From an optimization exercise on the open Yosys and OpenROAD flow, aimed at small area, a short achievable clock period and few clock cycles; shortcuts taken in it are not production practice.
RTL that was checked went through simulation tests only; none was proved equivalent to the original.
Function not checked in run 4: the RTL went through the layout flow alone.
Power and IR drop assume default switching activity.

## flow/config.mk

```make
export PLATFORM = sky130hd
export DESIGN_NAME = concealment_top
export DESIGN_NICKNAME = concealment_top
export VERILOG_FILES = /design/flow/design.v
export SDC_FILE = /design/flow/constraint.sdc
export NUM_CORES = 4
export LEC_CHECK = 0
export ABC_AREA = 1
export CAP_MARGIN = 20
export CORE_MARGIN = 2
export CORE_UTILIZATION = 40
export SETUP_SLACK_MARGIN = 5
export SLEW_MARGIN = 20
```

## flow/constraint.sdc

```tcl
create_clock -name core_clock -period 9.0 [get_ports {clock}]
set_input_delay 1.8000 -clock core_clock [delete_from_list [all_inputs] [get_ports {clock}]]
set_output_delay 1.8000 -clock core_clock [all_outputs]
set_load 0.01 [all_outputs]
```

## flow/design.v

```verilog
package conceal_pkg;
    typedef enum logic [1:0] {
        SIZE_16 = 2'd0,
        SIZE_32 = 2'd1,
        SIZE_64 = 2'd2
    } packet_size_e;
    typedef enum logic [2:0] {
        SEQ_IDLE,
        SEQ_FETCH,
        SEQ_CHECK,
        SEQ_CONCEAL,
        SEQ_FINISH
    } seq_state_e;
    typedef enum logic [1:0] {
        PORT_IDLE,
        PORT_READ,
        PORT_AVERAGE,
        PORT_WRITE
    } port_state_e;
    typedef struct packed {
        logic                     cyc;
        logic                     stb;
        logic                     we;
        logic [16-1:0] adr;
        logic [8-1:0]      dat;
    } pix_wb_req_t;
    typedef struct packed {
        logic                ack;
        logic [8-1:0] dat;
    } pix_wb_rsp_t;
    typedef struct packed {
        logic               cyc;
        logic               stb;
        logic [8-1:0] adr;
    } flag_wb_req_t;
    typedef struct packed {
        logic               ack;
        logic [16-1:0] dat;
    } flag_wb_rsp_t;
    typedef struct packed {
        logic at_top;
        logic at_bottom;
        logic at_left;
        logic at_right;
    } edge_flags_t;
    typedef struct packed {
        logic [16-1:0] adr;
        edge_flags_t              edges;
    } conceal_job_t;
    typedef struct packed {
        logic [8-1:0] nw;
        logic [8-1:0] n;
        logic [8-1:0] ne;
        logic [8-1:0] w;
        logic [8-1:0] e;
        logic [8-1:0] sw;
        logic [8-1:0] s;
        logic [8-1:0] se;
    } neighbours_t;
endpackage
`timescale 1ns/1ps
module concealment_top (
    input  logic                     clock,
    input  logic                     reset,
    input  logic                     start,
    input  logic [1:0]               size,
    output logic                     done,
    output logic                     pix_cyc,
    output logic                     pix_stb,
    output logic                     pix_we,
    output logic [16-1:0] pix_adr,
    output logic [8-1:0]      pix_dat_w,
    input  logic                     pix_ack,
    input  logic [8-1:0]      pix_dat_r,
    output logic                     flag_cyc,
    output logic                     flag_stb,
    output logic [8-1:0]       flag_adr,
    input  logic                     flag_ack,
    input  logic [16-1:0]       flag_dat
);
    localparam logic [2:0] S_IDLE = 3'd0;
    localparam logic [2:0] S_FLAG = 3'd1;
    localparam logic [2:0] S_SCAN = 3'd2;
    localparam logic [2:0] S_BUS  = 3'd3;
    localparam logic [2:0] S_DONE = 3'd4;
    localparam logic [1:0] PH_A = 2'd0;
    localparam logic [1:0] PH_B = 2'd1;
    localparam logic [1:0] PH_M = 2'd2;
    localparam logic [1:0] R_T = 2'd0;
    localparam logic [1:0] R_B = 2'd1;
    localparam logic [1:0] R_M = 2'd2;
    logic [2:0]  st;
    logic [1:0]  size_q;
    logic [7:0]  line;
    logic        tp, bp;     
    logic [15:0] segf;       
    logic        cyc_q, we_q, fcyc_q, done_q;
    logic [15:0] adr_q;
    logic        it_v;
    logic [1:0]  it_ph, it_row;
    logic [7:0]  rc;
    logic        rd_iss;     
    logic        tag_tb, tag_ev, tag_wv, tag_pm, tag_first, tag_last;
    logic        ptag_tb, ptag_ev, ptag_wv, ptag_pm, ptag_first, ptag_last;
    logic        proc_v;
    logic [7:0]  din;
    logic [8:0]  cs0, cs1, cs2;
    logic        cs2_ok;
    logic [7:0]  ev;
    logic        e_ok;
    logic [7:0]  wv;         
    logic        wpend;      
    logic        ops_act;
    logic [8:0]  pend;       
    logic        fin_e1, fin_e2;
    logic [9:0]  opnd_q;     
    logic        op_q, fin_q;
    logic [10:0] acc;
    logic [7:0]  pc;         
    logic        eL, eR;     
    logic        eK, nL, nR;
    logic [8:0]  mask;
    logic        mask_e1, mask_e2;
    logic [8:0]  avail, sel;
    logic [5:0]  early;
    logic [9:0]  opnd;
    logic [10:0] acc_sum;
    logic        fin_now, op_now;
    logic [1:0]  wa, wb, wd, we_, wf;
    assign eK = !tp || !bp;
    assign nL  = fin_now ? 1'b0 : eL;
    assign nR  = fin_now ? (pc == 8'd254) : eR;
    assign wa  = nL ? 2'd0 : ((eK && nR) ? 2'd2 : 2'd1);
    assign wb  = 2'd1 + 2'(eK || nL || nR) + 2'(eK && (nL || nR));
    assign wd  = nR ? 2'd0 : ((eK && nL) ? 2'd2 : 2'd1);
    assign we_ = nL ? 2'd0 : (2'd1 + 2'(eK || nR) + 2'(eK && nR));
    assign wf  = nR ? 2'd0 : (2'd1 + 2'(eK || nL) + 2'(eK && nL));
    assign mask    = {wf == 2'd3, wd[1], wd[0], we_[1], we_[0], wb[1], wb[0], wa[1], wa[0]};
    assign mask_e1 = (wf == 2'd1);
    assign mask_e2 = wf[1];
    assign avail = pend & {e_ok, cs2_ok, cs2_ok, 6'b111111};
    assign fin_now = ops_act && (pend == 9'd0) && (e_ok || !(fin_e1 || fin_e2)) && !wpend;
    assign op_now  = (avail != 9'd0);
    always_comb begin
        sel = 9'd0;
        for (int i = 8; i >= 0; i = i - 1) begin
            if (avail[i]) sel = 9'(1) << i;
        end
    end
    always_comb begin
        opnd = ({10{sel[0]}} & {1'b0, cs0})
             | ({10{sel[1]}} & {cs0, 1'b0})
             | ({10{sel[2]}} & {1'b0, cs1})
             | ({10{sel[3]}} & {cs1, 1'b0})
             | ({10{sel[4]}} & {2'b0, wv})
             | ({10{sel[5]}} & {1'b0, wv, 1'b0})
             | ({10{sel[6]}} & {1'b0, cs2})
             | ({10{sel[7]}} & {cs2, 1'b0})
             | ({10{sel[8] || (fin_now && fin_e1)}} & {2'b0, ev})
             | ({10{fin_now && fin_e2}} & {1'b0, ev, 1'b0});
    end
    assign acc_sum = acc + 11'(opnd_q);
    assign early   = pend[5:0];
    logic [3:0]  first_seg;
    logic        any_seg;
    logic [15:0] seg_exp;
    logic [15:0] seg_done;
    logic [1:0]  first_row;
    logic        need_mid;
    logic        nr_valid;
    logic [1:0]  nr;
    logic        it_first, it_last;
    logic        cont;
    logic [7:0]  rc_inc, c0, pc_m1;
    logic [7:0]  line_m1, line_p1, rd_line;
    logic        slot_free, w_inflight, wreq, rd_guard, rd_ok, rd_go, run_done;
    logic        ld_now, start_ops;
    always_comb begin
        first_seg = 4'd0;
        for (int i = 15; i >= 0; i = i - 1) begin
            if (segf[i]) first_seg = 4'(i);
        end
    end
    assign any_seg = (segf != 16'd0);
    always_comb begin
        for (int i = 0; i < 16; i = i + 1) begin
            case (size_q)
                2'd1:    seg_exp[i] = flag_dat[15 - i / 2];
                2'd2:    seg_exp[i] = flag_dat[15 - i / 4];
                default: seg_exp[i] = flag_dat[15 - i];
            endcase
            seg_done[i] = (4'(i) <= rc[7:4]);
        end
    end
    assign first_row = tp ? R_T : R_B;
    assign need_mid  = (it_ph != PH_B);
    always_comb begin
        nr_valid = 1'b0;
        nr       = R_M;
        case (it_row)
            R_T: begin
                if (bp) begin
                    nr_valid = 1'b1;
                    nr       = R_B;
                end else begin
                    nr_valid = need_mid;
                end
            end
            R_B:     nr_valid = need_mid;
            default: nr_valid = 1'b0;
        endcase
    end
    assign it_first = (it_row == first_row);
    assign it_last  = (it_row == R_B) || (it_row == R_T && !bp);
    assign rc_inc  = rc + 8'd1;
    assign c0      = {first_seg, 4'd0};
    assign pc_m1   = pc - 8'd1;
    assign line_m1 = line - 8'd1;
    assign line_p1 = line + 8'd1;
    assign rd_line = (it_row == R_T) ? line_m1 : (it_row == R_B) ? line_p1 : line;
    assign cont    = (rc[3:0] != 4'd0) || segf[rc[7:4]];
    assign slot_free  = !cyc_q || pix_ack;
    assign w_inflight = cyc_q && we_q;
    assign wreq       = (wpend && !w_inflight) || fin_q;
    assign rd_guard   = (it_ph == PH_M) && it_first && ops_act
                      && ((early & (early - 6'd1)) != 6'd0);
    assign rd_ok      = (st == S_BUS) && it_v && !rd_iss && !rd_guard;
    assign rd_go      = !wreq && rd_ok;
    assign run_done   = pix_ack && w_inflight && !it_v && !ops_act;
    assign ld_now    = proc_v && ptag_tb;
    assign start_ops = (ld_now && ptag_first && ptag_pm)
                     || (fin_now && pc == 8'd254);
    always_ff @(posedge clock or negedge reset) begin
        if (!reset) begin
            st      <= S_IDLE;
            cyc_q   <= 1'b0;
            fcyc_q  <= 1'b0;
            done_q  <= 1'b0;
            wpend   <= 1'b0;
            ops_act <= 1'b0;
            proc_v  <= 1'b0;
            e_ok    <= 1'b0;
            cs2_ok  <= 1'b0;
            it_v    <= 1'b0;
            rd_iss  <= 1'b0;
            op_q    <= 1'b0;
            fin_q   <= 1'b0;
        end else begin
            done_q <= 1'b0;
            proc_v <= pix_ack && cyc_q && !we_q;
            op_q   <= op_now && ops_act;
            fin_q  <= fin_now;
            if (slot_free) begin
                cyc_q  <= wreq || rd_ok;
                rd_iss <= rd_go;
            end else begin
                rd_iss <= 1'b0;
            end
            if (fin_now) begin
                ops_act <= 1'b0;
                e_ok    <= 1'b0;
            end
            if (fin_q) begin
                wpend <= 1'b1;
            end
            if (start_ops) begin
                ops_act <= 1'b1;
            end
            if (ld_now && ptag_pm) begin
                cs2_ok <= ptag_last;
            end
            if (proc_v && ptag_ev) begin
                e_ok <= 1'b1;
            end
            if (pix_ack && w_inflight) begin
                wpend <= 1'b0;
            end
            if (rd_iss && !nr_valid && it_ph == PH_M && !(cont && rc != 8'd255)) begin
                it_v <= 1'b0;
            end
            case (st)
                S_IDLE: begin
                    if (start) begin
                        fcyc_q <= 1'b1;
                        st     <= S_FLAG;
                    end
                end
                S_FLAG: begin
                    if (flag_ack) begin
                        fcyc_q <= 1'b0;
                        st     <= S_SCAN;
                    end
                end
                S_SCAN: begin
                    wpend   <= 1'b0;
                    ops_act <= 1'b0;
                    e_ok    <= 1'b0;
                    if (!any_seg) begin
                        if (!bp) begin
                            done_q <= 1'b1;
                            st     <= S_DONE;
                        end else begin
                            fcyc_q <= 1'b1;
                            st     <= S_FLAG;
                        end
                    end else begin
                        it_v <= 1'b1;
                        st   <= S_BUS;
                    end
                end
                S_BUS: begin
                    if (run_done) st <= S_SCAN;
                end
                default: begin
                    st <= S_IDLE;
                end
            endcase
        end
    end
    always_ff @(posedge clock) begin
        if (slot_free) begin
            we_q      <= wreq;
            adr_q     <= wreq ? {line, pc_m1} : {rd_line, rc};
            tag_tb    <= (it_row != R_M);
            tag_ev    <= (it_row == R_M) && (it_ph == PH_M);
            tag_wv    <= (it_row == R_M) && (it_ph == PH_A);
            tag_pm    <= (it_ph == PH_M);
            tag_first <= it_first;
            tag_last  <= it_last;
        end
        din        <= pix_dat_r;
        ptag_tb    <= tag_tb;
        ptag_ev    <= tag_ev;
        ptag_wv    <= tag_wv;
        ptag_pm    <= tag_pm;
        ptag_first <= tag_first;
        ptag_last  <= tag_last;
        if (st == S_IDLE && start) begin
            size_q <= size;
            line   <= 8'd0;
            tp     <= 1'b0;
            bp     <= 1'b1;
        end
        if (flag_ack) begin
            segf <= seg_exp;
        end
        if (st == S_SCAN) begin
            acc  <= 11'd0;
            pend <= 9'd0;
            pc   <= c0;
            eL   <= (first_seg == 4'd0);
            eR   <= 1'b0;
            if (!any_seg) begin
                if (bp) begin
                    line <= line_p1;
                    tp   <= 1'b1;
                    bp   <= (line_p1 != 8'd239);
                end
            end else begin
                it_row <= first_row;
                if (first_seg != 4'd0) begin
                    it_ph <= PH_A;
                    rc    <= c0 - 8'd1;
                end else begin
                    it_ph <= PH_B;
                    rc    <= c0;
                end
            end
        end
        if (rd_iss) begin
            if (nr_valid) begin
                it_row <= nr;
            end else begin
                it_row <= first_row;
                if (it_ph == PH_A) begin
                    it_ph <= PH_B;
                    rc    <= rc_inc;
                end else if (it_ph == PH_B) begin
                    it_ph <= PH_M;
                    rc    <= rc_inc;
                end else if (cont && rc != 8'd255) begin
                    rc <= rc_inc;
                end else begin
                    segf <= segf & ~seg_done;
                end
            end
        end
        if (proc_v) begin
            if (ptag_wv) wv <= din;
            if (ptag_ev) ev <= din;
        end
        if (ld_now) begin
            cs2 <= (ptag_first ? 9'd0 : cs2) + 9'(din);
            if (ptag_first) begin
                cs0 <= cs1;
                cs1 <= cs2;
            end
        end
        opnd_q <= opnd;
        if (fin_now) begin
            pc <= pc + 8'd1;
            eL <= 1'b0;
            eR <= (pc == 8'd254);
            if (pc == 8'd254) begin
                cs0 <= cs1;
                cs1 <= cs2;
            end
        end else if (op_now && ops_act) begin
            pend <= pend & ~sel;
        end
        if (start_ops) begin
            pend   <= mask;
            fin_e1 <= mask_e1;
            fin_e2 <= mask_e2;
        end
        if (fin_q) begin
            wv  <= acc_sum[10:3];
            acc <= 11'd0;
        end else if (op_q) begin
            acc <= acc_sum;
        end
    end
    assign done      = done_q;
    assign pix_cyc   = cyc_q;
    assign pix_stb   = cyc_q;
    assign pix_we    = we_q;
    assign pix_adr   = adr_q;
    assign pix_dat_w = wv;
    assign flag_cyc  = fcyc_q;
    assign flag_stb  = fcyc_q;
    assign flag_adr  = line;
endmodule
```

## flow/run.sh

```bash
#!/bin/bash
# synth_recipe.tcl (not shown) runs the flow's synth.tcl, then flattens the netlist and writes it again
# the make line also repeats each setting of config.mk as NAME=value (left out here)
make -C /OpenROAD-flow-scripts/flow DESIGN_CONFIG=/design/flow/config.mk WORK_HOME=/design/flow/orfs CLKGATE_MAP_FILE= SYNTH_SCRIPT=/design/flow/synth_recipe.tcl finish
```

==> Implementation_results.wiki, run 1 <==
{| class="wikitable"
! Metric !! Value
|-
| Horizontal die dimension || between 150 and 200 um
|-
| TNS Setup || 0 ps
|-
| Minimum clock period || about 3600 ps
|-
| Placed instance area || between 10000 and 15000 um^2
|-
| DRC violations left || 0
|-
| Half-perimeter wire length after placement || 18100 um
|-
| Antenna diode count || 0
|-
| Count of different cell masters after synthesis || between 50 and 60
|-
| Post CTS Setup Buffer Count || 0
|-
| Slowest stage delay, CP || a little under 800 ps
|-
| Global-route wire length before repair || ~40000 um
|-
| Avg Vias per Cell || between 5 and 6
|-
| WS Path Type || primary input to flop
|-
| Critical path required time || slightly above 9000 ps
|-
| Post-DRT Antenna Nets || 0
|-
| Combinational share of power || between 40% and 50%
|-
| Final Hold Vio Count || 0
|-
| Critical path data arrival time || a little under 4000 ps
|-
| Initial core utilization || 40.6%
|-
| H-tree Lvls || 4
|-
| WL per Instance || around 17 um
|-
| Setup WS pre-CTS || 4950 ps
|-
| Number of buffers and inverters on the critical path || 2
|-
| Number of nets in the synthesized netlist || 1190
|-
| Maximum clock frequency || 0.274 GHz
|-
| Port Buffers || between 60 and 70
|-
| Synthesized flop and latch total || ~180
|-
| CP Max Fanout || 18
|-
| Crit path capture type || flop
|-
| Clock share of power || 20.1%
|-
| Result of the run || finished clean
|-
| Final cycle utilization of the critical path || 40.5%
|-
| Final worst hold slack || 342 ps
|-
| Final Wtd Congestion || roughly 0.9
|-
| CP top delay family || buffers and inverters
|-
| Post-synth EDFFs || 63
|-
| Latest clock arrival within the worst-skew pair || ~440 ps
|-
| Main synth FF type || dfxtp_1
|-
| Total Die Area || 24200 um^2
|-
| Utilization after layout || between 40% and 50%
|-
| TritonCTS Buffers || 17
|-
| CTS Sinks || between 150 and 200
|-
| Bufs on Longest Clock Path || 2
|-
| TritonCTS clock tree || yes
|-
| Clock-pin transition on the worst setup and hold timing paths || 70 ps
|-
| Total number of placement rows || 55
|-
| Synthesized area || 9200 um^2
|-
| Worst clock skew on the final layout || roughly 11 ps
|-
| Proportion of layout cells with a drive suffix above 1 || around 5.3%
|-
| Final number of setup-violating endpoints || 0
|-
| Number of hold buffers added after cts || 0
|-
| Via count of the first global-routing pass || approximately 7.7k
|-
| Max_slew headroom || approximately two fifths
|-
| Switching power total || ~1.5 mW
|-
| Buffer type at the clock tree root || clkbuf_16
|-
| Power share of the sequential group || 38.8%
|-
| Most frequent standard cell in the layout excluding fill and tap cells || nand2_1
|-
| Switching power as a share of total power || a little over 40%
|-
| Slew @ Worst Pin || about 900 ps
|-
| Std-Cell Core Area || about 23000 um^2
|-
| Total via count after detailed routing || between 7k and 8k
|-
| Type of origin of the critical path || primary input
|-
| Post-Layout Inst Area || around 11000 um^2
|-
| Asr flop ratio synth || between 8 and 9%
|-
| Pwr per Cell Area || 340 nW/um^2
|-
| Setup slack, reg-to-reg || between 6000 and 7000 ps
|-
| Aggregate global-route resource usage || a little over a fifth
|-
| Initial antenna violation count || 0
|-
| Synthesized netlist cell count || ~1.1k
|-
| First-pass DRT Iterations || 5
|-
| I/O Pins || 69
|-
| Number of slew-limit violations in the final report || 0
|-
| Starting DRT DRC Count || between 500 and 600
|-
| Worst voltage drop across the vdd grid || 114 uV
|-
| Largest net degree at the start of global routing || 37
|-
| Hold WC Path Type || flop to flop
|-
| Chip height || 156 um
|-
| Internal power component || 2.13 mW
|-
| Yosys Warn Count || 1
|-
| Syn_area_per_cell || 8.20 um^2
|-
| Sequential area share after synthesis || about 46%
|-
| Layout-stage area growth over the synthesis result || 16.3%
|-
| Cell leakage power || about 4.5 nW
|-
| Count of maximum capacitance violations || 0
|-
| Post-layout net count || around 1.3k
|-
| Standard cell with the maximum stage delay on the critical path || clkdlybuf4s50_1
|-
| Least setup slack across all paths after layout || about 5400 ps
|-
| Sequence of cells on the critical path || clkdlybuf4s50_1, clkinv_1, nand3_1, o21ai_0, o311ai_0
|-
| RSZ-0062 raised after global routing || no
|-
| CTS resizes || 0
|-
| Top library cells by usage in the layout, fill and taps aside || 200 x nand2_1, 157 x inv_1, 99 x dfxtp_1
|-
| Post-detailed-routing wire length || between 20000 and 25000 um
|-
| Global route total overflow || 0
|}
[power groups by stage]
stage	Combinational, mW	Sequential, mW	Clock (mW)
after floorplan	1.05	1.34	0
after global placement	1.48	1.43	0
after detailed placement	1.49	1.43	0
after CTS	1.50	1.41	0.743
after global routing	1.69	1.45	0.778
final	1.49	1.42	0.734
[layout make-up]
class / instances / area, um^2
Sequential cell: 177 / 4250
Clock buffer: 22 / 465
Tap cell: 285 / 357
Inverter: 167 / 628
Fill cell: 2248 / 11900
Multi-Input combinational cell: 748 / 4180
Clock inverter: 10 / 100
Timing Repair Buffer: 73 / 718
[worst reg2reg max path, delay by kind of cell (launching register included)]
family | cells | cell delay [ps]
DFF | 1 | 440
AOI/OAI and AO/OA | 5 | 660
buffers and inverters | 1 | 390
and+or+nand+nor | 6 | 1310
[metal layers]
metal,share of wire (%),routed length (um),vias up,GRT usage (%)
met2,48,11800,199,35.8
met4,2.2,535,0,6.77
met3,4.6,1130,37,3.61
li1,-,-,3950,-
met1,45,11000,3664,26.7
met5,0,0,-,0
[path summary, 6_finish.rpt]
| path | startpoint | to | cells after the start |
|---|---|---|---|
| min in group asynchronous | reset | done_q | 1 |
| worst max register to register | rc[5] | segf[1] | 12 |
| worst max-delay path | flag_ack | st[0] | 5 |
| worst min register to register | tag_tb | ptag_tb | 0 |
| worst min-delay path | tag_tb | ptag_tb | 0 |
| max in group asynchronous | reset | cs2_ok | 1 |
[cell usage after synthesis, types with 16 or more instances]
cell	number	area (um^2)
o21ai_0	91	455
ha_1	35	438
clkbuf_1	16	60.1
edfxtp_1	63	1890
nor2_1	85	319
o22ai_1	25	156
nand2_1	200	751
dfxtp_1	99	1980
xor2_1	26	228
a21oi_1	77	385
inv_1	157	589
nand3_1	53	265
o211ai_1	19	143
[state kept, by name, indices dropped and copies added (netlist names), 3 cells and up]
signal and flops:
opnd_q 10, din 8, cs2 9, acc 11, line 8, adr_q 16, segf 16, cs0 9
st 3, ev 8, rc 8, wv 8, pc 8, cs1 9, pend 9
[cell families (layout without fill, tap and decap cells)]
family / count (synthesis) / after routing / synth area share [%]
AO/OA/AOI/OAI: 279 / 279 / 18.1
XOR/XNOR: 37 / 37 / 3.52
adder cells (fa/ha/maj): 37 / 37 / 5.20
buffers and inverters: 197 / 272 / 8.34
flip-flops: 177 / 177 / 46.2
multiplexers: 1 / 1 / 0.122
AND/OR/NAND/NOR: 394 / 394 / 18.6
[stage by stage]
stage          total power, mW  cells
3_3_place_gp              2.91   1450
5_1_grt                   3.92   1482
4_1_cts                   3.66   1482
2_1_floorplan             2.39   1122
6_report                  3.64   1482
3_5_place_dp              2.92   1450
Testbench counts, summed over its fixed seeds: cycles 709,561.
==> inputs of run 2 (changes only) <==
--- a/flow/config.mk
+++ b/flow/config.mk
@@ -5,9 +5,9 @@
 export SDC_FILE = /design/flow/constraint.sdc
 export NUM_CORES = 4
 export LEC_CHECK = 0
-export ABC_AREA = 1
 export CAP_MARGIN = 20
 export CORE_MARGIN = 2
 export CORE_UTILIZATION = 40
+export CTS_BUF_LIST = sky130_fd_sc_hd__clkbuf_8
 export SETUP_SLACK_MARGIN = 5
 export SLEW_MARGIN = 20
==> run 2 against run 1 <==
  * Final cell count fell by 10%
  * First-iteration DRC count fell by 19%
  * Still clean
  * Combinational power down 17%
  * Critical endpoint is now flag_adr[0]
  * Largest cell class is now multi-input combinational cells
  * Register-to-register slack worse by 270 ps
  * Core utilization is 1.2 points lower
  * Worst hold slack better by 7.9 ps
  * Largest power group is now sequential cells
  * Count of clock-buffer cells in the layout shrank 4
==> Implementation_results.wiki, run 2 <==
{| class="wikitable"
! Metric !! Value
|-
| Most frequent cell after synthesis || nor2_1
|-
| Via count of the first global-routing pass || ~7k
|-
| Asr flop ratio synth || approximately 8.5%
|-
| Chip height || between 150 and 200 um
|-
| Avg Vias per Cell || ~5.6
|-
| DRC violations left || 0
|-
| RSZ-0062 raised after global routing || no
|-
| Total via count after detailed routing || between 7k and 8k
|-
| Post-synth EDFFs || 63
|-
| Most frequent standard cell in the layout excluding fill and tap cells || nor2_1
|-
| Top library cells by usage in the layout, fill and taps aside || 104 x nor2_1, 99 x dfxtp_1, 93 x nand2_1
|-
| Synthesized area || ~9300 um^2
|-
| Critical path required time || 7200 ps
|-
| Top area cells in the synthesized netlist || dfxtp_1 21%, edfxtp_1 20%, ha_1 4.7%
|-
| R2r endpoint || rc[6]
|-
| Setup slack, reg-to-reg || roughly 5800 ps
|-
| Global-route wire length before repair || between 30000 and 40000 um
|-
| Slew @ Worst Pin || 927 ps
|-
| Final number of setup-violating endpoints || 0
|-
| Clock share of power || between 10% and 20%
|-
| Yosys Warn Count || 1
|-
| Minimum clock period || 3450 ps
|-
| Pwr per Cell Area || between 300 and 400 nW/um^2
|-
| Largest net degree at the start of global routing || 27
|-
| Proportion of layout cells with a drive suffix above 1 || just under 8%
|-
| Internal power component || 1.90 mW
|-
| Half-perimeter wire length after placement || between 15000 and 20000 um
|-
| Proportion of synthesized area in mux cells || roughly 5%
|-
| Switching power total || about 1.3 mW
|-
| Total Die Area || 24500 um^2
|-
| Number of nets in the synthesized netlist || 1061
|-
| Count of maximum capacitance violations || 0
|-
| CTS Sinks || ~180
|-
| Global route total overflow || 0
|-
| Worst Hold End || ptag_wv
|-
| Basic-gate share of the synthesized area counting and, or, nand and nor cells || a little under a fifth
|-
| Starting DRT DRC Count || approximately 460
|-
| Type of origin of the critical path || flop
|-
| Syn_area_per_cell || approximately 9.4 um^2
|-
| Final Hold Vio Count || 0
|-
| I/O Pins || 69
|-
| Main synth FF type || dfxtp_1
|-
| Number of hold buffers added after cts || 0
|-
| Hold Path Depth || 0
|-
| Largest family of logic cells by synthesized area || simple AND/OR/NAND/NOR gates
|-
| CP Max Fanout || 10
|-
| Synthesized flop and latch total || roughly 180
|-
| CTS resizes || 0
|-
| Critical path data arrival time || 1650 ps
|-
| Hold WC Path Type || flop to flop
|-
| Result of the run || finished clean
|-
| Bufs on Longest Clock Path || 2
|-
| Buffer type at the clock tree root || clkbuf_8
|-
| Final cycle utilization of the critical path || a little under two fifths
|-
| Crit path capture type || primary output
|-
| First-pass DRT Iterations || 5
|-
| Library cell with the largest summed area after synthesis || dfxtp_1
|-
| Combinational share of power || roughly two fifths
|-
| WL per Instance || about 17 um
|-
| Layout-stage area growth over the synthesis result || 12.5%
|-
| Post-DRT Antenna Nets || 0
|-
| Worst clock skew on the final layout || around 15 ps
|-
| TritonCTS clock tree || yes
|-
| Number of cells on the worst reg-to-reg path || 7
|-
| Power share of the sequential group || a little under half
|-
| Post-layout net count || 1098
|-
| CP top delay family || buffers and inverters
|-
| Cell types with the highest counts after synthesis || 104 x nor2_1, 99 x dfxtp_1, 93 x nand2_1
|-
| Final worst hold slack || 350 ps
|-
| Registers with the highest flip-flop counts || adr_q x16, segf x16, acc x11
|-
| Max_slew headroom || a little under two fifths
|-
| Aggregate global-route resource usage || 19.0%
|-
| Standard cell with the maximum stage delay on the critical path || clkdlybuf4s50_1
|-
| Post-detailed-routing wire length || approximately 23000 um
|-
| Sequence of cells on the critical path || clkdlybuf4s50_1
|-
| Synthesized-area fraction occupied by adder cells || between 5 and 6%
|-
| Maximum clock frequency || roughly 0.29 GHz
|-
| Initial antenna violation count || 0
|-
| WS Path Type || flop to primary output
|-
| Total number of placement rows || 55
|-
| Latest clock arrival within the worst-skew pair || 470 ps
|-
| Worst voltage drop across the vdd grid || 139 uV
|-
| Clock-pin transition on the worst setup and hold timing paths || 90 ps
|-
| TNS Setup || 0 ps
|-
| Origin of the critical flop-to-flop path || rc[4]
|-
| Synthesized netlist cell count || between 900 and 1k
|-
| Cell leakage power || between 4 and 5 nW
|-
| XOR/XNOR Fraction of Synth Area || under 10%
|-
| TritonCTS Buffers || 17
|-
| Sequential area share after synthesis || between 40% and 50%
|-
| Count of different cell masters after synthesis || just under 80
|-
| Antenna diode count || 0
|-
| Final Wtd Congestion || 0.847
|-
| Worst hold path startpoint || tag_wv
|-
| Std-Cell Core Area || ~23000 um^2
|-
| Switching power as a share of total power || between 30% and 40%
|-
| Horizontal die dimension || 157 um
|-
| Port Buffers || 68
|-
| Initial core utilization || between 40% and 50%
|-
| Complex-gate fraction of the synthesized area || 17.8%
|-
| Number of buffers and inverters on the critical path || 1
|-
| Number of slew-limit violations in the final report || 0
|-
| Post CTS Setup Buffer Count || 0
|-
| H-tree Lvls || 4
|-
| Slowest stage delay, CP || about 620 ps
|-
| Area share of the leading cell type in the synthesized netlist || between 20% and 30%
|}
-- run 2: layout make-up --
type / count / area, um^2
Fill cell: 2179 / 12200
Timing Repair Buffer: 72 / 711
Tap cell: 285 / 357
Inverter: 42 / 158
Multi-Input combinational cell: 720 / 4660
Clock inverter: 14 / 86.3
Sequential cell: 177 / 4250
Clock buffer: 18 / 248
-- run 2: worst max path at each step --
stage	to	from	slack, ps	cells past startpoint
after floorplan	adr_q[0]	pix_ack	6180	1
final	flag_adr[0]	line[0]	5550	1
after detailed placement	segf[5]	flag_ack	5280	5
after global routing	flag_adr[0]	line[0]	5460	1
after global placement	segf[5]	flag_ack	5350	5
after CTS	flag_adr[1]	line[1]	5520	1
-- run 2: metrics by stage --
step / std cells / worst slack [ps] / utilization (%) / instance area, um^2 / total power, mW
floorplan: 993 / 6180 / - / 9300 / 2.27
global placement: 1296 / 5350 / 44.6 / 10100 / 2.66
detailed placement: 1296 / 5280 / 44.6 / 10100 / 2.68
CTS: 1328 / 5520 / 46.1 / 10500 / 3.18
global route: 1328 / 5460 / 46.1 / 10500 / 3.39
finish: 1328 / 5550 / 46.1 / 10500 / 3.15
-- run 2: power by group through the flow --
stage | Clock (mW) | Combinational, mW | Sequential [mW]
2_1_floorplan | 0 | 0.963 | 1.30
3_3_place_gp | 0 | 1.22 | 1.44
3_5_place_dp | 0 | 1.23 | 1.44
4_1_cts | 0.509 | 1.24 | 1.43
5_1_grt | 0.542 | 1.38 | 1.47
6_report | 0.495 | 1.23 | 1.43
-- run 2: logic make-up (layout without fill, tap and decap cells) --
group           Yosys count  in the layout
buf+inv                  96            146
xor+xnor                 40             40
flops                   177            177
fa+ha+maj                38             38
mux                      37             37
simple gates            351            351
compound gates          254            254
-- run 2: metal layers --
layer,up-vias,wire [um],GRT usage (%)
met5,-,0,0
met4,0,324,5.33
met3,23,831,3.32
met2,143,10800,31.1
met1,3546,10900,26.0
li1,3673,-,-
==> inputs of run 3 (changes only) <==
--- a/flow/config.mk
+++ b/flow/config.mk
@@ -5,9 +5,9 @@
 export SDC_FILE = /design/flow/constraint.sdc
 export NUM_CORES = 4
 export LEC_CHECK = 0
+export ABC_CLOCK_PERIOD_IN_PS = 3000
 export CAP_MARGIN = 20
 export CORE_MARGIN = 2
 export CORE_UTILIZATION = 40
-export CTS_BUF_LIST = sky130_fd_sc_hd__clkbuf_8
 export SETUP_SLACK_MARGIN = 5
 export SLEW_MARGIN = 20
==> run 3 against run 2 <==
  * Wire length increased by 0.18%
  * Synthesized area unchanged
  * Final area increased by 1.8%
  * Maximum frequency increased by 1.3%
  * Non-clock buffer count unchanged
  * Register-to-register slack improved by 40 ps
  * Count of clock-buffer cells in the layout increased by 1
  * Synthesized cell count unchanged
==> Implementation_results.wiki, run 3 <==
{| class="wikitable"
! Metric !! Value
|-
| Result of the run || finished clean
|-
| Cell types with the highest counts after synthesis || 104 x nor2_1, 99 x dfxtp_1, 93 x nand2_1
|-
| Synthesized flop and latch total || between 150 and 200
|-
| Worst Hold End || ptag_tb
|-
| Setup slack, reg-to-reg || just under 6000 ps
|-
| Post-Layout Cell Count || roughly 1.3k
|-
| Initial antenna violation count || 0
|-
| Final Wtd Congestion || 0.847
|-
| Post-layout net count || about 1.1k
|-
| Minimum clock period || ~3400 ps
|-
| Origin of the critical flop-to-flop path || rc[4]
|-
| Internal power component || roughly 2.1 mW
|-
| Synthesized netlist cell count || approximately 990
|-
| Hold Path Depth || 0
|-
| Half-perimeter wire length after placement || 16700 um
|-
| Sequence of cells on the critical path || clkdlybuf4s50_1
|-
| Count of different cell masters after synthesis || between 70 and 80
|-
| Starting DRT DRC Count || 450
|-
| Chip height || between 150 and 200 um
|-
| Final Hold Vio Count || 0
|-
| Standard cell with the maximum stage delay on the critical path || clkdlybuf4s50_1
|-
| Syn_area_per_cell || around 9.4 um^2
|-
| Avg Vias per Cell || about 5.6
|-
| Layout-stage area growth over the synthesis result || 14.6%
|-
| First-pass DRT Iterations || 5
|-
| RSZ-0062 raised after global routing || no
|-
| Aggregate global-route resource usage || 19.1%
|-
| CP Max Fanout || 10
|-
| Number of buffers and inverters on the critical path || 1
|-
| Largest net degree at the start of global routing || 27
|-
| Total via count after detailed routing || around 7.4k
|-
| Asr flop ratio synth || around 8.5%
|-
| Worst clock skew on the final layout || between 10 and 15 ps
|-
| Buffer type at the clock tree root || clkbuf_16
|-
| Hold WC Path Type || flop to flop
|-
| Count of maximum capacitance violations || 0
|-
| Final worst hold slack || between 300 and 400 ps
|-
| Total Die Area || 24500 um^2
|-
| H-tree Lvls || 4
|-
| Post CTS Setup Buffer Count || 0
|-
| Main synth FF type || dfxtp_1
|-
| I/O Pins || between 60 and 70
|-
| CTS Sinks || between 150 and 200
|-
| Port Buffers || ~70
|-
| Most frequent cell after synthesis || nor2_1
|-
| Worst voltage drop across the vdd grid || 145 uV
|-
| TritonCTS Buffers || 17
|-
| Power share of the sequential group || between 40% and 50%
|-
| WS Path Type || flop to primary output
|-
| Cell count after placement || 1296
|-
| Sequential area share after synthesis || a little under half
|-
| Std-Cell Core Area || 22700 um^2
|-
| DRC violations left || 0
|-
| Type of origin of the critical path || flop
|-
| Area share of the leading cell type in the synthesized netlist || about a fifth
|-
| Number of slew-limit violations in the final report || 0
|-
| Final number of setup-violating endpoints || 0
|-
| Synthesized area || approximately 9300 um^2
|-
| Number of cells on the worst reg-to-reg path || 7
|-
| Initial core utilization || between 40% and 50%
|-
| Cell leakage power || 4.26 nW
|-
| Post-detailed-routing wire length || around 23000 um
|-
| Horizontal die dimension || 157 um
|-
| Crit path capture type || primary output
|-
| Post-route met1 wirelength || ~11000 um
|-
| Critical path required time || just over 7000 ps
|-
| Number of hold buffers added after cts || 0
|-
| Total number of placement rows || 55
|-
| Most frequent standard cell in the layout excluding fill and tap cells || nor2_1
|-
| Post-DRT Antenna Nets || 0
|-
| Critical path startpoint || line[0]
|-
| TNS Setup || 0 ps
|-
| Yosys Warn Count || 1
|-
| Antenna diode count || 0
|-
| Setup WS pre-CTS || ~5300 ps
|-
| Top area cells in the synthesized netlist || dfxtp_1 21%, edfxtp_1 20%, ha_1 4.7%
|-
| Length of routed met3 wiring || 698 um
|-
| Global route total overflow || 0
|-
| R2r endpoint || rc[6]
|-
| Least setup slack across all paths after layout || between 5000 and 6000 ps
|-
| Registers with the highest flip-flop counts || adr_q x16, segf x16, acc x11
|-
| Top Metal Used || met4
|-
| Max_slew headroom || around 40%
|-
| Combinational share of power || 36.8%
|-
| Bufs on Longest Clock Path || 2
|-
| CTS resizes || 0
|-
| Latest clock arrival within the worst-skew pair || between 400 and 500 ps
|-
| Pwr per Cell Area || ~310 nW/um^2
|-
| Via count of the first global-routing pass || ~7.0k
|-
| Switching power total || about 1.3 mW
|-
| TritonCTS clock tree || yes
|-
| Global-route wire length before repair || 37100 um
|-
| Switching power as a share of total power || a little under two fifths
|-
| WL per Instance || around 17 um
|-
| Worst hold path startpoint || tag_tb
|-
| Slowest stage delay, CP || 620 ps
|-
| Clock share of power || between 20% and 30%
|-
| CP top delay family || buffers and inverters
|-
| Library cell with the largest summed area after synthesis || dfxtp_1
|-
| Maximum clock frequency || around 0.29 GHz
|-
| Critical path data arrival time || between 1500 and 2000 ps
|-
| Met2 WL || ~11000 um
|-
| Proportion of layout cells with a drive suffix above 1 || between 7 and 8%
|-
| Utilization after layout || between 40% and 50%
|-
| Final cycle utilization of the critical path || between 30% and 40%
|-
| Top library cells by usage in the layout, fill and taps aside || 104 x nor2_1, 99 x dfxtp_1, 93 x nand2_1
|-
| Slew @ Worst Pin || roughly 890 ps
|-
| Clock-pin transition on the worst setup and hold timing paths || roughly 70 ps
|-
| Number of nets in the synthesized netlist || approximately 1.1k
|-
| Post-synth EDFFs || 63
|}
-- run 3: worst max-delay path by stage --
| stage | endpoint | slack [ps] | cells past startpoint |
|---|---|---|---|
| after floorplan | adr_q[0] | 6180 | 1 |
| after global placement | segf[5] | 5350 | 5 |
| after detailed placement | segf[5] | 5280 | 5 |
| after CTS | flag_adr[1] | 5580 | 1 |
| after global routing | flag_adr[0] | 5520 | 1 |
| final | flag_adr[0] | 5590 | 1 |
-- run 3: final cells by class --
| cell class | count | area (um^2) |
|---|---|---|
| timing repair buffer | 72 | 711 |
| inverter | 42 | 158 |
| clock buffer | 19 | 443 |
| multi-input combinational | 720 | 4660 |
| sequential | 177 | 4250 |
| tap | 285 | 357 |
| clock inverter | 13 | 82.6 |
| fill | 2153 | 12100 |
-- run 3: power groups by stage --
stage / clock network [mW] / registers [mW] / logic (mW)
floorplan: 0 / 1.30 / 0.963
global placement: 0 / 1.44 / 1.22
detailed placement: 0 / 1.44 / 1.23
CTS: 0.695 / 1.43 / 1.24
global route: 0.729 / 1.47 / 1.38
finish: 0.683 / 1.43 / 1.23
-- run 3: cells by family (layout without fill, tap and decap cells) --
family,count (synthesis),in the layout,synth area share (%)
simple gates,351,351,18.3
compound gates,254,254,17.8
flops,177,177,45.7
buf+inv,96,146,4.26
xor+xnor,40,40,3.77
fa+ha+maj,38,38,5.25
mux,37,37,5.00
-- run 3: worst register-to-register path: stages (launching register included) --
cell,delay (ps)
dfxtp_1,910
mux4_2,380
nor2_1,60
o2111a_1,300
o31ai_1,770
or2_1,300
a21oi_1,90
nor3_1,250
-- run 3: layer usage --
metal | vias up | global-route usage, %
met2 | 132 | 31.0
li1 | 3687 | -
met3 | 24 | 3.68
met1 | 3549 | 26.0
met5 | - | 0
met4 | 0 | 5.46
-- run 3: stage by stage --
stage / total power, mW / instance area, um^2
final: 3.34 / 10700
after global placement: 2.66 / 10100
after detailed placement: 2.68 / 10100
after CTS: 3.37 / 10700
after global routing: 3.58 / 10700
after floorplan: 2.27 / 9300
==> inputs of run 4 (changes only) <==
--- a/flow/design.v
+++ b/flow/design.v
@@ -100,8 +100,9 @@
     logic [1:0]  it_ph, it_row;
     logic [7:0]  rc;
     logic        rd_iss;     
-    logic        tag_tb, tag_ev, tag_wv, tag_pm, tag_first, tag_last;
-    logic        ptag_tb, ptag_ev, ptag_wv, ptag_pm, ptag_first, ptag_last;
+    logic        tag_m, tag_pm, tag_first, tag_last;
+    logic        ptag_m, ptag_pm, ptag_first, ptag_last;
+    logic        ptag_tb, ptag_ev, ptag_wv;
     logic        proc_v;
     logic [7:0]  din;
     logic [8:0]  cs0, cs1, cs2;
@@ -116,7 +117,7 @@
     logic [9:0]  opnd_q;     
     logic        op_q, fin_q;
     logic [10:0] acc;
-    logic [7:0]  pc;         
+    logic [7:0]  pcw;        
     logic        eL, eR;     
     logic        eK, nL, nR;
     logic [8:0]  mask;
@@ -129,7 +130,7 @@
     logic [1:0]  wa, wb, wd, we_, wf;
     assign eK = !tp || !bp;
     assign nL  = fin_now ? 1'b0 : eL;
-    assign nR  = fin_now ? (pc == 8'd254) : eR;
+    assign nR  = fin_now ? (pcw == 8'd253) : eR;
     assign wa  = nL ? 2'd0 : ((eK && nR) ? 2'd2 : 2'd1);
     assign wb  = 2'd1 + 2'(eK || nL || nR) + 2'(eK && (nL || nR));
     assign wd  = nR ? 2'd0 : ((eK && nL) ? 2'd2 : 2'd1);
@@ -171,7 +172,7 @@
     logic [1:0]  nr;
     logic        it_first, it_last;
     logic        cont;
-    logic [7:0]  rc_inc, c0, pc_m1;
+    logic [7:0]  rc_inc, c0, c0_m1;
     logic [7:0]  line_m1, line_p1, rd_line;
     logic        slot_free, w_inflight, wreq, rd_guard, rd_ok, rd_go, run_done;
     logic        ld_now, start_ops;
@@ -214,7 +215,7 @@
     assign it_last  = (it_row == R_B) || (it_row == R_T && !bp);
     assign rc_inc  = rc + 8'd1;
     assign c0      = {first_seg, 4'd0};
-    assign pc_m1   = pc - 8'd1;
+    assign c0_m1   = {first_seg - 4'd1, 4'hf};
     assign line_m1 = line - 8'd1;
     assign line_p1 = line + 8'd1;
     assign rd_line = (it_row == R_T) ? line_m1 : (it_row == R_B) ? line_p1 : line;
@@ -224,12 +225,15 @@
     assign wreq       = (wpend && !w_inflight) || fin_q;
     assign rd_guard   = (it_ph == PH_M) && it_first && ops_act
                       && ((early & (early - 6'd1)) != 6'd0);
-    assign rd_ok      = (st == S_BUS) && it_v && !rd_iss && !rd_guard;
+    assign rd_ok      = (st == S_BUS) && it_v && !rd_guard;
     assign rd_go      = !wreq && rd_ok;
     assign run_done   = pix_ack && w_inflight && !it_v && !ops_act;
+    assign ptag_tb   = !ptag_m;
+    assign ptag_ev   = ptag_m && ptag_pm;
+    assign ptag_wv   = ptag_m && !ptag_pm;
     assign ld_now    = proc_v && ptag_tb;
     assign start_ops = (ld_now && ptag_first && ptag_pm)
-                     || (fin_now && pc == 8'd254);
+                     || (fin_now && pcw == 8'd253);
     always_ff @(posedge clock or negedge reset) begin
         if (!reset) begin
             st      <= S_IDLE;
@@ -320,18 +324,14 @@
     always_ff @(posedge clock) begin
         if (slot_free) begin
             we_q      <= wreq;
-            adr_q     <= wreq ? {line, pc_m1} : {rd_line, rc};
-            tag_tb    <= (it_row != R_M);
-            tag_ev    <= (it_row == R_M) && (it_ph == PH_M);
-            tag_wv    <= (it_row == R_M) && (it_ph == PH_A);
+            adr_q     <= wreq ? {line, pcw} : {rd_line, rc};
+            tag_m     <= (it_row == R_M);
             tag_pm    <= (it_ph == PH_M);
             tag_first <= it_first;
             tag_last  <= it_last;
         end
         din        <= pix_dat_r;
-        ptag_tb    <= tag_tb;
-        ptag_ev    <= tag_ev;
-        ptag_wv    <= tag_wv;
+        ptag_m     <= tag_m;
         ptag_pm    <= tag_pm;
         ptag_first <= tag_first;
         ptag_last  <= tag_last;
@@ -347,7 +347,7 @@
         if (st == S_SCAN) begin
             acc  <= 11'd0;
             pend <= 9'd0;
-            pc   <= c0;
+            pcw  <= c0_m1;
             eL   <= (first_seg == 4'd0);
             eR   <= 1'b0;
             if (!any_seg) begin
@@ -360,7 +360,7 @@
                 it_row <= first_row;
                 if (first_seg != 4'd0) begin
                     it_ph <= PH_A;
-                    rc    <= c0 - 8'd1;
+                    rc    <= c0_m1;
                 end else begin
                     it_ph <= PH_B;
                     rc    <= c0;
@@ -398,10 +398,10 @@
         end
         opnd_q <= opnd;
         if (fin_now) begin
-            pc <= pc + 8'd1;
-            eL <= 1'b0;
-            eR <= (pc == 8'd254);
-            if (pc == 8'd254) begin
+            pcw <= pcw + 8'd1;
+            eL  <= 1'b0;
+            eR  <= (pcw == 8'd253);
+            if (pcw == 8'd253) begin
                 cs0 <= cs1;
                 cs1 <= cs2;
             end
==> run 4 against run 3 <==
  * Still clean
  * Core utilization rose by 0.33 points
  * Sequential share of layout area rose by 0.36 points
  * Worst setup slack improved by 0.98 ps
  * Die area fell by 4.0%
  * Final area fell by 3.2%
  * Final cell count fell by 5.6%
  * Global-route usage fell by 0.50 points
  * Clock power rose by 0.7%
  * Critical path type unchanged
  * Highest routed layer unchanged
==> Implementation_results.wiki, run 4 <==
{| class="wikitable"
! Metric !! Value
|-
| Layout-stage area growth over the synthesis result || 15.6%
|-
| Final Wtd Congestion || roughly 0.84
|-
| Area of the multi-input gates || 4420 um^2
|-
| Port Buffers || about 70
|-
| Post-layout net count || approximately 1.0k
|-
| Initial core utilization || between 40% and 50%
|-
| Proportion of layout cells with a drive suffix above 1 || roughly 8.3%
|-
| Cell types with the highest counts after synthesis || 97 x dfxtp_1, 94 x nand2_1, 71 x nor2_1
|-
| Result of the run || finished clean
|-
| Post-detailed-routing wire length || 21500 um
|-
| Starting DRT DRC Count || 429
|-
| Clock-pin transition on the worst setup and hold timing paths || ~60 ps
|-
| Sequential area share after synthesis || 46.5%
|-
| First-pass DRT Iterations || 5
|-
| Registers with the highest flip-flop counts || adr_q x16, segf x16, acc x11
|-
| Origin of the critical flop-to-flop path || rc[4]
|-
| Total via count after detailed routing || 7050
|-
| Number of nets in the synthesized netlist || around 990
|-
| Bufs on Longest Clock Path || 2
|-
| Library cell with the largest summed area after synthesis || dfxtp_1
|-
| Internal power component || 1.97 mW
|-
| TNS Setup || 0 ps
|-
| Minimum clock period || between 3000 and 4000 ps
|-
| Aggregate global-route resource usage || between 10% and 20%
|-
| Complex-gate fraction of the synthesized area || between 10% and 20%
|-
| Post-synth EDFFs || between 60 and 70
|-
| Combinational share of power || around 34%
|-
| Basic-gate share of the synthesized area counting and, or, nand and nor cells || approximately 16%
|-
| Hold WC Path Type || flop to flop
|-
| Critical path required time || between 7000 and 8000 ps
|-
| CTS resizes || 0
|-
| Max_slew headroom || 34.4%
|-
| Global route total overflow || 0
|-
| Final worst hold slack || between 300 and 400 ps
|-
| TritonCTS clock tree || yes
|-
| Std-Cell Core Area || between 20000 and 25000 um^2
|-
| Overall power || between 3 and 4 mW
|-
| Synthesized netlist cell count || approximately 900
|-
| Total Die Area || roughly 24000 um^2
|-
| Switching power as a share of total power || between 30% and 40%
|-
| Half-perimeter wire length after placement || roughly 15000 um
|-
| Syn_area_per_cell || between 9 and 10 um^2
|-
| Horizontal die dimension || 153 um
|-
| Worst hold path startpoint || tag_m
|-
| DRC violations left || 0
|-
| Switching power total || about 1.1 mW
|-
| Most frequent standard cell in the layout excluding fill and tap cells || dfxtp_1
|-
| Slew @ Worst Pin || roughly 980 ps
|-
| Final cycle utilization of the critical path || a little under two fifths
|-
| Final number of setup-violating endpoints || 0
|-
| Standard cell with the maximum stage delay on the critical path || clkdlybuf4s50_1
|-
| Area taken by flip-flops and latches || between 4000 and 5000 um^2
|-
| Top library cells by usage in the layout, fill and taps aside || 97 x dfxtp_1, 94 x nand2_1, 71 x nor2_1
|-
| CTS Sinks || between 150 and 200
|-
| I/O Pins || between 60 and 70
|-
| Crit path capture type || primary output
|-
| Proportion of synthesized area in mux cells || under 10%
|-
| Buffer type at the clock tree root || clkbuf_16
|-
| Chip height || between 150 and 200 um
|-
| Worst Hold End || ptag_m
|-
| CP Max Fanout || 11
|-
| Pwr per Cell Area || approximately 300 nW/um^2
|-
| Setup slack, reg-to-reg || roughly 6000 ps
|-
| Number of cells on the worst reg-to-reg path || 7
|-
| Type of origin of the critical path || flop
|-
| Synthesized area || approximately 8900 um^2
|-
| R2r endpoint || segf[4]
|-
| Maximum clock frequency || 0.293 GHz
|-
| Global-route wire length before repair || between 30000 and 40000 um
|-
| Avg Vias per Cell || ~5.6
|-
| Number of fill cells || around 2.1k
|-
| RSZ-0062 raised after global routing || no
|-
| Top area cells in the synthesized netlist || dfxtp_1 22%, edfxtp_1 21%, ha_1 4.8%
|-
| Power share of the sequential group || between 40% and 50%
|-
| Synthesized-area fraction occupied by adder cells || under 10%
|-
| Asr flop ratio synth || under 10%
|-
| XOR/XNOR Fraction of Synth Area || under 10%
|-
| Critical path data arrival time || roughly 1600 ps
|-
| WS Path Type || flop to primary output
|-
| Clock share of power || between 20% and 30%
|-
| Worst clock skew on the final layout || between 15 and 20 ps
|-
| Post-DRT Antenna Nets || 0
|-
| Number of buffers and inverters on the critical path || 1
|-
| Cell leakage power || approximately 4.1 nW
|-
| WL per Instance || 17.2 um
|-
| Main synth FF type || dfxtp_1
|-
| Total number of placement rows || 54
|-
| Sequence of cells on the critical path || clkdlybuf4s50_1
|-
| Utilization after layout || approximately 47%
|-
| H-tree Lvls || 4
|-
| Count of maximum capacitance violations || 0
|-
| Synthesized flop and latch total || roughly 170
|-
| Hold Path Depth || 0
|-
| Via count of the first global-routing pass || 6820
|-
| Slowest stage delay, CP || 620 ps
|-
| Number of hold buffers added after cts || 0
|-
| CP top delay family || buffers and inverters
|-
| Latest clock arrival within the worst-skew pair || between 400 and 500 ps
|-
| Most frequent cell after synthesis || dfxtp_1
|-
| Antenna diode count || 0
|-
| Yosys Warn Count || 1
|-
| Number of slew-limit violations in the final report || 0
|-
| Final Hold Vio Count || 0
|-
| Largest net degree at the start of global routing || 31
|-
| Largest family of logic cells by synthesized area || compound AO/OA/AOI/OAI gates
|-
| Initial antenna violation count || 0
|-
| Worst voltage drop across the vdd grid || 104 uV
|-
| Post CTS Setup Buffer Count || 0
|-
| Count of different cell masters after synthesis || 73
|-
| Area share of the leading cell type in the synthesized netlist || between 20% and 30%
|-
| TritonCTS Buffers || 17
|}
[run 4: changes by cell type after synthesis, sizes merged, moves of 8 or more]
cell and change:
nor2 -34, o21ai -20, mux2 +9, nor2b +8
nor3 -8
[run 4: cells by family after synthesis]
logic type                 count (synthesis)
and+or+nand+nor                          299
AOI/OAI and AO/OA                        244
DFF                                      173
buffers and inverters                     89
muxes                                     45
adders and majority gates                 37
xor gates and xnor gates                  34
[run 4: per-layer routing]
metal  GRT usage [%]  share of wire, %  up-vias
li1                -                 -     3462
met1            25.6                47     3404
met2            30.0                48      163
met3            3.09               3.5       21
met4            5.82               1.5        0
met5               0                 0        -
[run 4: area by class of cell]
class / count / area share [%]
multi-input combinational: 659 / 42.8
sequential: 173 / 40.2
timing repair buffer: 72 / 6.89
clock buffer: 21 / 4.68
tap: 280 / 3.40
inverter: 37 / 1.35
clock inverter: 11 / 0.631
[run 4: worst max-delay path by stage]
stage                     slack [ps]           to  depth (start not counted)  startpoint
final                           5590  flag_adr[0]                          1     line[0]
after global routing            5460      segf[4]                          6    flag_ack
after CTS                       5560  flag_adr[0]                          1     line[0]
after detailed placement        5190      segf[4]                          6    flag_ack
after global placement          5220      segf[4]                          6    flag_ack
after floorplan                 6230     adr_q[0]                          1     pix_ack
[run 4: worst register-to-register path, stage by stage (launching register included)]
cell,delay (ps)
dfxtp_1,750
mux4_2,580
mux2_2,270
o22a_1,280
a21oi_4,630
nor2_1,120
a32oi_1,180
o31ai_1,110
[run 4: power groups by stage]
stage	combinational (mW)	sequential, mW	clock [mW]
detailed placement	1.05	1.36	0
global route	1.18	1.38	0.737
floorplan	0.816	1.24	0
finish	1.05	1.35	0.688
CTS	1.06	1.35	0.704
global placement	1.04	1.36	0
[run 4: through the flow]
step	std cells	setup slack (ps)	area, um^2
2_1_floorplan	921	6230	8920
6_report	1253	5590	10300
5_1_grt	1253	5460	10300
3_5_place_dp	1221	5190	9760
4_1_cts	1253	5560	10300
3_3_place_gp	1221	5220	9760
==> inputs of run 5 (changes only) <==
--- a/flow/design.v
+++ b/flow/design.v
@@ -92,6 +92,7 @@
     logic [2:0]  st;
     logic [1:0]  size_q;
     logic [7:0]  line;
+    logic [7:0]  fadr_q;     
     logic        tp, bp;     
     logic [15:0] segf;       
     logic        cyc_q, we_q, fcyc_q, done_q;
@@ -338,10 +339,11 @@
         if (st == S_IDLE && start) begin
             size_q <= size;
             line   <= 8'd0;
+            fadr_q <= 8'd0;
             tp     <= 1'b0;
             bp     <= 1'b1;
         end
-        if (flag_ack) begin
+        if (st == S_FLAG) begin
             segf <= seg_exp;
         end
         if (st == S_SCAN) begin
@@ -352,8 +354,9 @@
             eR   <= 1'b0;
             if (!any_seg) begin
                 if (bp) begin
-                    line <= line_p1;
-                    tp   <= 1'b1;
+                    line   <= line_p1;
+                    fadr_q <= line_p1;
+                    tp     <= 1'b1;
                     bp   <= (line_p1 != 8'd239);
                 end
             end else begin
@@ -428,5 +431,5 @@
     assign pix_dat_w = wv;
     assign flag_cyc  = fcyc_q;
     assign flag_stb  = fcyc_q;
-    assign flag_adr  = line;
+    assign flag_adr  = fadr_q;
 endmodule
==> run 5 against run 4 <==
  * Synthesized cell count is 4.0% higher
  * Final area rose by 4.2%
  * Critical path type unchanged
  * Critical path depth did not move
  * Highest routed layer unchanged
==> Implementation_results.wiki, run 5 <==
{| class="wikitable"
! Metric !! Value
|-
| Port Buffers || 68
|-
| Critical path required time || approximately 7200 ps
|-
| Least setup slack across all paths after layout || about 5700 ps
|-
| Most frequent standard cell in the layout excluding fill and tap cells || dfxtp_1
|-
| Top library cells by usage in the layout, fill and taps aside || 105 x dfxtp_1, 97 x nand2_1, 79 x nor2_1
|-
| Half-perimeter wire length after placement || roughly 16000 um
|-
| Setup slack, reg-to-reg || 6040 ps
|-
| Initial antenna violation count || 0
|-
| Cell leakage power || 4.14 nW
|-
| Number of buffers and inverters on the critical path || 1
|-
| TritonCTS clock tree || yes
|-
| Post CTS Setup Buffer Count || 0
|-
| Starting DRT DRC Count || approximately 500
|-
| Avg Vias per Cell || between 5 and 6
|-
| DRC violations left || 0
|-
| Final Wtd Congestion || approximately 0.84
|-
| Synthesized netlist cell count || between 900 and 1k
|-
| Layout-stage area growth over the synthesis result || 15.9%
|-
| WL per Instance || 17.0 um
|-
| CTS resizes || 0
|-
| Post-Layout Inst Area || roughly 11000 um^2
|-
| Library cell with the largest summed area after synthesis || dfxtp_1
|-
| Largest net degree at the start of global routing || 26
|-
| Aggregate global-route resource usage || roughly a fifth
|-
| Final Hold Vio Count || 0
|-
| Initial core utilization || between 40% and 50%
|-
| Type of origin of the critical path || flop
|-
| Asr flop ratio synth || 8.29%
|-
| Minimum clock period || 3320 ps
|-
| Total Die Area || approximately 24000 um^2
|-
| Post-DRT Antenna Nets || 0
|-
| Registers with the highest flip-flop counts || adr_q x16, segf x16, acc x11
|-
| Horizontal die dimension || around 160 um
|-
| Antenna diode count || 0
|-
| Standard cell with the maximum stage delay on the critical path || clkdlybuf4s50_1
|-
| Bufs on Longest Clock Path || 2
|-
| Post-layout net count || 1068
|-
| Latest clock arrival within the worst-skew pair || approximately 430 ps
|-
| Slew @ Worst Pin || 1010 ps
|-
| Crit path capture type || primary output
|-
| I/O Pins || 69
|-
| Post-synth EDFFs || between 60 and 70
|-
| Max_slew headroom || between 30% and 40%
|-
| Top area cells in the synthesized netlist || dfxtp_1 23%, edfxtp_1 20%, ha_1 4.6%
|-
| Slowest stage delay, CP || 600 ps
|-
| TritonCTS Buffers || 17
|-
| RSZ-0062 raised after global routing || no
|-
| Sequential area share after synthesis || 46.5%
|-
| Count of different cell masters after synthesis || 74
|-
| Pwr per Cell Area || 290 nW/um^2
|-
| Post-detailed-routing wire length || ~22000 um
|-
| Placed instance area || 10100 um^2
|-
| Result of the run || finished clean
|-
| Final number of setup-violating endpoints || 0
|-
| Number of slew-limit violations in the final report || 0
|-
| Final cycle utilization of the critical path || around 37%
|-
| Number of nets in the synthesized netlist || 1025
|-
| Synthesized area || 9270 um^2
|-
| Area share of the leading cell type in the synthesized netlist || around 23%
|-
| CTS Sinks || ~180
|-
| Sequence of cells on the critical path || clkdlybuf4s50_1
|-
| H-tree Lvls || 4
|-
| Critical path data arrival time || around 1500 ps
|-
| Hold WC Path Type || flop to flop
|-
| CP Max Fanout || 6
|-
| CP top delay family || buffers and inverters
|-
| Total number of placement rows || 55
|-
| Buffer type at the clock tree root || clkbuf_16
|-
| First-pass DRT Iterations || 5
|-
| Total via count after detailed routing || 7200
|-
| Cell types with the highest counts after synthesis || 105 x dfxtp_1, 97 x nand2_1, 79 x nor2_1
|-
| Main synth FF type || dfxtp_1
|-
| Most frequent cell after synthesis || dfxtp_1
|-
| Clock-pin transition on the worst setup and hold timing paths || ~70 ps
|-
| Maximum clock frequency || 0.301 GHz
|-
| Syn_area_per_cell || 9.68 um^2
|-
| Worst clock skew on the final layout || approximately 10 ps
|-
| TNS Setup || 0 ps
|-
| Global route total overflow || 0
|-
| WS Path Type || flop to primary output
|-
| Chip height || 156 um
|-
| Worst voltage drop across the vdd grid || 127 uV
|-
| Number of hold buffers added after cts || 0
|-
| Synthesized flop and latch total || approximately 180
|-
| Proportion of layout cells with a drive suffix above 1 || approximately a tenth
|-
| Std-Cell Core Area || 22700 um^2
|-
| Count of maximum capacitance violations || 0
|-
| Yosys Warn Count || 1
|-
| Setup WS pre-CTS || about 5400 ps
|-
| Via count of the first global-routing pass || ~7.1k
|-
| Global-route wire length before repair || approximately 36000 um
|}
run 5: changes by cell type after synthesis, moves of 10 or more:
cell | previous run | this run
a22oi_1 | 31 | 20
nand4_1 | 13 | 3
nand3_1 | 23 | 38
o21ai_0 | 26 | 66
a21oi_1 | 61 | 43
o21ai_1 | 19 | 0
run 5: path summary, 6_finish.rpt:
check / endpoint / cells after the start / from
max in group asynchronous: e_ok / 1 / reset
max: pix_cyc / 1 / cyc_q
min reg2reg: ptag_m / 0 / tag_m
max reg2reg: pend[2] / 9 / pend[0]
min in group asynchronous: fcyc_q / 1 / reset
min: ptag_m / 0 / tag_m
run 5: layout make-up:
cell class / instances / area, um^2
Multi-Input combinational cell: 693 / 4620
Clock inverter: 12 / 139
Sequential cell: 181 / 4310
Inverter: 34 / 128
Clock buffer: 20 / 468
Timing Repair Buffer: 74 / 726
Tap cell: 285 / 357
Fill cell: 2198 / 12000
run 5: cells by family (layout without fill, tap and decap cells):
group,Yosys count,after routing,share of synthesized area [%]
simple gates,333,333,17.7
mux,47,47,5.82
flops,181,181,46.5
fa+ha+maj,37,37,5.13
buf+inv,84,140,3.78
xor+xnor,38,38,3.59
compound gates,238,238,17.5
run 5: report_power, final:
part | switching [mW] | internal [mW]
Sequential | 0.240 | 1.10
Combinational | 0.525 | 0.477
Clock | 0.333 | 0.438
run 5: through the flow:
stage | util (%) | instances | hold WS, ps | power (mW)
finish | 47.3 | 1299 | 343 | 3.12
global route | 47.3 | 1299 | 350 | 3.32
CTS | 47.3 | 1299 | 343 | 3.14
detailed placement | 44.6 | 1267 | 327 | 2.36
global placement | 44.6 | 1267 | 325 | 2.34
floorplan | - | 958 | 323 | 2.04
run 5: per-layer routing:
| metal | up-vias | global-route usage (%) | part of all wire, % |
|---|---|---|---|
| met5 | - | 0 | 0 |
| met4 | 0 | 4.76 | 1.4 |
| met3 | 20 | 4.32 | 4.8 |
| met2 | 170 | 32.1 | 49 |
| met1 | 3430 | 23.6 | 45 |
| li1 | 3580 | - | - |
Testbench counts of run 5, summed over its fixed seeds: cycles 709,561.
==> inputs of run 6 (changes only) <==
==> flow/flow/run.sh (new file) <==
#!/bin/bash
set -euo pipefail
export SETUP_SLACK_MARGIN=6.6
bash standard.sh > standard.log 2>&1
==> flow/standard.sh (new file) <==
#!/bin/bash
# synth_recipe.tcl (not shown) runs the flow's synth.tcl, then flattens the netlist and writes it again
# the make line also repeats each setting of config.mk as NAME=value (left out here)
make -C /OpenROAD-flow-scripts/flow DESIGN_CONFIG=/design/flow/config.mk WORK_HOME=/design/flow/orfs CLKGATE_MAP_FILE= SYNTH_SCRIPT=/design/flow/synth_recipe.tcl "${@:-finish}"
--- a/flow/config.mk
+++ b/flow/config.mk
@@ -5,9 +5,7 @@
 export SDC_FILE = /design/flow/constraint.sdc
 export NUM_CORES = 4
 export LEC_CHECK = 0
-export ABC_CLOCK_PERIOD_IN_PS = 3000
 export CAP_MARGIN = 20
 export CORE_MARGIN = 2
 export CORE_UTILIZATION = 40
-export SETUP_SLACK_MARGIN = 5
 export SLEW_MARGIN = 20
removed: flow/run.sh
==> run 6 against run 5 <==
  * Critical endpoint is now pix_dat_w[6]
  * Wire length rose by 2.8%
  * Via count rose by 3.1%
  * Sequential cell count did not move
  * Register-to-register slack improved by 640 ps
  * Highest routed layer unchanged
  * Sequential share of layout area fell by 1.4 points
  * Maximum frequency rose by 17%
  * Total power rose by 4.2%
  * Worst setup slack improved by 480 ps
  * Synthesized area did not move
  * Clock skew rose by 2.2 ps
  * Worst hold slack improved by 2.4 ps
  * Synthesized cell count did not move
==> Implementation_results.wiki, run 6 <==
{| class="wikitable"
! Metric !! Value
|-
| Result of the run || finished clean
|-
| Post-layout net count || between 1k and 1.5k
|-
| Number of fill cells || about 2.2k
|-
| Post-detailed-routing wire length || 22700 um
|-
| Yosys Warn Count || 1
|-
| Most frequent standard cell in the layout excluding fill and tap cells || nand2_1
|-
| Worst clock skew on the final layout || roughly 12 ps
|-
| Bufs on Longest Clock Path || 2
|-
| Pwr per Cell Area || approximately 290 nW/um^2
|-
| Synthesized flop and latch total || roughly 180
|-
| Global route total overflow || 0
|-
| Port Buffers || 68
|-
| Asr flop ratio synth || approximately 8.3%
|-
| Cell leakage power || approximately 4.5 nW
|-
| Main synth FF type || dfxtp_1
|-
| Most frequent cell after synthesis || dfxtp_1
|-
| Half-perimeter wire length after placement || 15700 um
|-
| Largest net degree at the start of global routing || 26
|-
| CTS Sinks || 181
|-
| Global-route wire length before repair || roughly 37000 um
|-
| Initial antenna violation count || 0
|-
| WS Path Type || flop to primary output
|-
| Library cell with the largest summed area after synthesis || dfxtp_1
|-
| Horizontal die dimension || 156 um
|-
| Critical path data arrival time || approximately 1000 ps
|-
| Synthesized area || between 9000 and 10000 um^2
|-
| RSZ-0062 raised after global routing || yes
|-
| Post-synth EDFFs || a little over 60
|-
| Area share of the leading cell type in the synthesized netlist || 22.7%
|-
| WL per Instance || approximately 17 um
|-
| Count of maximum capacitance violations || 0
|-
| Standard cell with the maximum stage delay on the critical path || edfxtp_1
|-
| First-pass DRT Iterations || 5
|-
| Placed instance area || around 10000 um^2
|-
| Final cycle utilization of the critical path || a little under a third
|-
| Slew @ Worst Pin || just over 900 ps
|-
| Met2 WL || between 10000 and 15000 um
|-
| Total Die Area || between 20000 and 25000 um^2
|-
| Sequential area share after synthesis || between 40% and 50%
|-
| Synthesized netlist cell count || around 960
|-
| Number of buffers and inverters on the critical path || 1
|-
| Cell types with the highest counts after synthesis || 105 x dfxtp_1, 97 x nand2_1, 79 x nor2_1
|-
| Top library cells by usage in the layout, fill and taps aside || 94 x nand2_1, 82 x dfxtp_1, 75 x nor2_1
|-
| Post-DRT Antenna Nets || 0
|-
| Top area cells in the synthesized netlist || dfxtp_1 23%, edfxtp_1 20%, ha_1 4.6%
|-
| Final Wtd Congestion || between 0.8 and 0.9
|-
| Proportion of layout cells with a drive suffix above 1 || 22.7%
|-
| Avg Vias per Cell || around 5.6
|-
| Chip height || between 150 and 200 um
|-
| TritonCTS clock tree || yes
|-
| Number of cells on the worst reg-to-reg path || 7
|-
| Logic depth of the worst setup path including buffers || 1
|-
| Antenna diode count || 0
|-
| Std-Cell Core Area || around 23000 um^2
|-
| Crit path capture type || primary output
|-
| Max_slew headroom || around two fifths
|-
| DRC violations left || 0
|-
| Number of hold buffers added after cts || 0
|-
| Latest clock arrival within the worst-skew pair || around 430 ps
|-
| Syn_area_per_cell || roughly 9.7 um^2
|-
| Utilization after layout || roughly 50%
|-
| Slowest stage delay, CP || approximately 440 ps
|-
| Final number of setup-violating endpoints || 0
|-
| Buffer type at the clock tree root || clkbuf_16
|-
| Critical path required time || approximately 7200 ps
|-
| Aggregate global-route resource usage || between 10% and 20%
|-
| Type of origin of the critical path || flop
|-
| Number of nets in the synthesized netlist || a little over 1k
|-
| Length of routed met3 wiring || about 900 um
|-
| Count of different cell masters after synthesis || 74
|-
| Final worst hold slack || around 350 ps
|}
[run 6: changes by cell type in the layout (fill, tap and decap cells not counted), sizes merged]
cell           before  now
buf                 6   82
clkdlybuf4s50      68   20
dlygate4sd2         0    5
clkbuf             20   23
clkinv              1    4
clkinvlp            3    0
inv                40   38
nand2b             19   21
bufinv              2    3
dlymetal6s2s        0    1
[run 6: layout make-up]
class / count / area [um^2] / area share (%)
clock inverter: 11 / 156 / 1.39
timing repair buffer: 110 / 885 / 7.86
clock buffer: 21 / 493 / 4.38
tap: 285 / 357 / 3.17
inverter: 34 / 130 / 1.16
multi-input combinational: 695 / 4880 / 43.4
sequential: 181 / 4350 / 38.7
[run 6: metrics by stage]
stage,worst slack (ps),cells
finish,6160,1337
global route,6130,1337
CTS,6150,1328
detailed placement,5690,1266
global placement,5680,1266
floorplan,6270,958
[run 6: final timing paths]
kind                       startpoint           end  slack [ps]
max in group asynchronous       reset         cyc_q        7040
setup / recovery                wv[6]  pix_dat_w[6]        6160
setup reg to reg                rc[4]         rc[4]        6680
hold reg to reg             tag_first    ptag_first         350
hold / removal              tag_first    ptag_first         350
min in group asynchronous       reset        fcyc_q        1420
[run 6: logic make-up after synthesis]
group	count (synthesis)	synth area share [%]
fa+ha+maj	37	5.13
mux	47	5.82
compound gates	238	17.5
simple gates	333	17.7
flops	181	46.5
xor+xnor	38	3.59
buf+inv	84	3.78
[run 6: repair_timing]
item,in CTS,in global routing
buffers inserted,28,9
gates cloned,2,0
resized for setup,224,48
endpoints found under the hold margin,0,0
setup endpoints to repair,168,122
pin swaps,13,10
[run 6: power by group]
part / switching, mW / total (mW) / internal, mW
sequential: 0.220 / 1.33 / 1.11
combinational: 0.586 / 1.10 / 0.515
clock: 0.335 / 0.818 / 0.483
[run 6: layer usage]
metal	up-vias	GRT usage, %
met5	-	0
met4	0	5.55
met3	30	3.90
met2	161	32.6
met1	3549	24.4
li1	3681	-

Re-timed with assumed drivers on the ports (clkbuf_16 on the clock, buf_2 on other inputs), run 6 has 6.118 ns of setup slack against 6.162 ns with ideal ports, and 6.103 ns once port delays also move by the mid clock arrival of 0.470 ns.
